Background: an optimization exercise with open tools, aiming at small area and a short achievable clock period. Do not read the settings as production practice.
Only simulation tests tie the RTL to the original design; equivalence was not proved.
No activity file was given, so power comes from the tool's default toggle rates.

// apb_acc_top
module apb_acc_top (
  input  wire logic         i_clk,
  input  wire logic         i_reset,
  input  wire logic [11:0]  i_paddr,
  input  wire logic [31:0]  i_pwdata,
  input  wire logic         i_pwrite,
  input  wire logic         i_psel,
  input  wire logic         i_penable,
  output logic      [31:0]  o_prdata,
  output logic              o_pready,
  output logic              o_pslverr
);
Size: about 3,700 cells after synthesis, roughly 83 I/O pins, roughly 48,000 sq um of cells after synthesis.
Settings: LEC_CHECK=0, CAP_MARGIN=20, CORE_MARGIN=2, CORE_UTILIZATION=40, CTS_BUF_LIST=sky130_fd_sc_hd__clkbuf_4 sky130_fd_sc_hd__clkbuf_8, PLACE_DENSITY=0.7, SETUP_SLACK_MARGIN=4.2, SLEW_MARGIN=20, SYNTH_HIERARCHICAL=1, TNS_END_PERCENT=20; clock period 7.0 ns.
run.sh (not shown) runs the stock make flow with config.mk's settings and CLKGATE_MAP_FILE= SYNTH_SCRIPT=/design/flow/synth_recipe.tcl, a recipe that flattens the netlist after the stock synthesis.
The baseline went through all stages and came out clean.
Rerun with:
--- a/flow/config.mk
+++ b/flow/config.mk
@@ -10,5 +10,4 @@
 export CORE_UTILIZATION = 40
 export CTS_BUF_LIST = sky130_fd_sc_hd__clkbuf_4 sky130_fd_sc_hd__clkbuf_8
-export PLACE_DENSITY = 0.7
 export SETUP_SLACK_MARGIN = 4.2
 export SLEW_MARGIN = 20
=> The new run completed without violations; worst hold slack improved by 0.018 ns; clock-buffer cell count is higher by 24; worst setup slack is worse by 0.011 ns; die area does not change; synthesized area stays the same; total power is higher by about 3%; sequential power hardly moves; cell count hardly moves.

* * *

Setup of wip/zinc:
Another version of the RTL of apb_acc_top (not shown whole).
Size: ~3600 cells after synthesis, ~83 I/O pins, roughly 48000 µm² of cells after synthesis.
clock: 7.0 ns
lec_check: 0
cap_margin: 20
core_margin: 2
core_utilization: 40
cts_buf_list: sky130_fd_sc_hd__clkbuf_4 sky130_fd_sc_hd__clkbuf_8
setup_slack_margin: 4.2
slew_margin: 20
synth_hierarchical: 1
tns_end_percent: 20
wip/zinc reached the final stage; the timing, DRC and antenna checks on its layout passed.
Modified inputs, wip/garnet compared to wip/zinc
- SETUP_SLACK_MARGIN now 4.1, was 4.2
Notes after the runs:
Comparing the two runs side by side, wip/garnet comes out behind wip/zinc on shortest clock period the worst path allows after layout. wip/garnet ends up with higher HPWL after detailed placement than wip/zinc does. Of wip/garnet and wip/zinc, wip/zinc shows the lower number of antenna diodes, with wip/garnet above it. Changes observed in wip/garnet relative to wip/zinc: total wire length increased by 2000 µm relative to the old numbers; final cell count decreased 28.
For wip/umber, these inputs were changed with respect to wip/garnet:
- SETUP_SLACK_MARGIN changed from 4.1 to 4.2
- CORE_UTILIZATION changed from 40 to 50
## What came out
For wip/umber, the critical-path cell with the highest stage delay was sky130_fd_sc_hd__mux4_2, unlike wip/garnet, where it was sky130_fd_sc_hd__nor3_1.
Summary of wip/umber over wip/garnet: area added between synthesis and finish went up by 1.1 points; power density of the placed cells rose 1.6%; endpoint required time on the critical path increased 0.05 ns; violation count after the first detailed-routing iteration now sits higher; wire length of the first global-routing pass increased about 8%.

* * *

apb_acc_top again, from the RTL that the note above started with.
clock: 7.0 ns
lec_check: 0
cap_margin: 20
core_margin: 2
core_utilization: 40
cts_buf_list: sky130_fd_sc_hd__clkbuf_4 sky130_fd_sc_hd__clkbuf_8
place_density: 0.8
setup_slack_margin: 4.2
slew_margin: 20
synth_hierarchical: 1
tns_end_percent: 20
The first run completed without violations.
Next try:
==> flow/flow/run.sh (new file) <==
#!/bin/bash
set -e
set -o pipefail
echo 'export BUFFER_PORTS_ARGS = -buffer_cell sky130_fd_sc_hd__buf_4' >> config.mk
bash standard.sh > standard.log 2>&1
==> flow/standard.sh (new file) <==
#!/bin/bash
# synth_recipe.tcl (not shown) runs the flow's synth.tcl, then flattens the netlist and writes it again
# the make line also repeats each setting of config.mk as NAME=value (left out here)
make -C /OpenROAD-flow-scripts/flow DESIGN_CONFIG=/design/flow/config.mk WORK_HOME=/design/flow/orfs CLKGATE_MAP_FILE= SYNTH_SCRIPT=/design/flow/synth_recipe.tcl "${@:-finish}"
--- a/flow/config.mk
+++ b/flow/config.mk
@@ -12 +11,0 @@
-export PLACE_DENSITY = 0.8
@@ -16,0 +16 @@
+export BUFFER_PORTS_ARGS = -buffer_cell sky130_fd_sc_hd__buf_4
removed: flow/run.sh
Worst setup slack loses 35 ps.
Clock-buffer cell count climbs by 10.
Sequential share of layout area is higher by 0.39 points.

* * *

apb_acc_top again, from the RTL that the note above started with.
export LEC_CHECK = 0
export CAP_MARGIN = 20
export CORE_MARGIN = 2
export CORE_UTILIZATION = 40
export CTS_BUF_LIST = sky130_fd_sc_hd__clkbuf_4 sky130_fd_sc_hd__clkbuf_8
export PLACE_DENSITY = 0.7
export SETUP_SLACK_MARGIN = 4.3
export SLEW_MARGIN = 20
export SYNTH_HIERARCHICAL = 1
export TNS_END_PERCENT = 20
create_clock -name core_clock -period 7.0 [get_ports {i_clk}]
Stock flow here: none of the scripts above is used.
The first run passed the timing, DRC and antenna checks.
Edit:
Settings changed: SETUP_SLACK_MARGIN 4.3 to 4.2.
After rerunning: The new run produced a clean layout; power went down by 1.3%; global-route usage is lower by 0.39 points; wire length is lower by 2.4%.

==> separate check: timing with driven ports <==
Ports are ideal in the flow. The routed layouts listed here were re-timed in OpenROAD.
Step 1, drivers: a clkbuf_16 drives i_clk and a buf_2 each remaining input, both assumed.
Step 2 also shifts input and output timing later by t, the mid clock arrival at the registers, as if the neighbouring blocks saw the same clock.
Three values: ideal, step 1, step 2; two values: the first two.
run	shift t [ns]	slack for setup (ns)	hold slack, ns
the first run of note 1	0.897	4.087 / 4.072 / 3.240	0.312 / 0.312 / 0.312
the second run of note 1	0.935	4.076 / 4.059 / 3.137	0.329 / 0.329 / 0.329
wip/zinc	0.907	4.113 / 4.039 / 3.273	0.327 / 0.327 / 0.327
wip/garnet	0.905	3.956 / 3.968 / 3.106	0.327 / 0.327 / 0.327
wip/umber	0.910	4.060 / 4.026 / 3.203	0.328 / 0.328 / 0.328
the first run of note 3	0.927	4.032 / 4.052 / 3.145	0.327 / 0.327 / 0.327
the second run of note 3	0.885	3.997 / 3.997 / 3.305	0.326 / 0.326 / 0.326
the first run of note 4	0.915	4.084 / 4.084 / 3.307	0.326 / 0.326 / 0.326
the second run of note 4	0.917	4.049 / 4.049 / 3.261	0.326 / 0.326 / 0.326
After both steps every run listed still meets setup and hold. For the second run of note 1, which loses most, drivers alone change the setup slack by -0.017 ns; drivers and shift together by -0.939 ns.
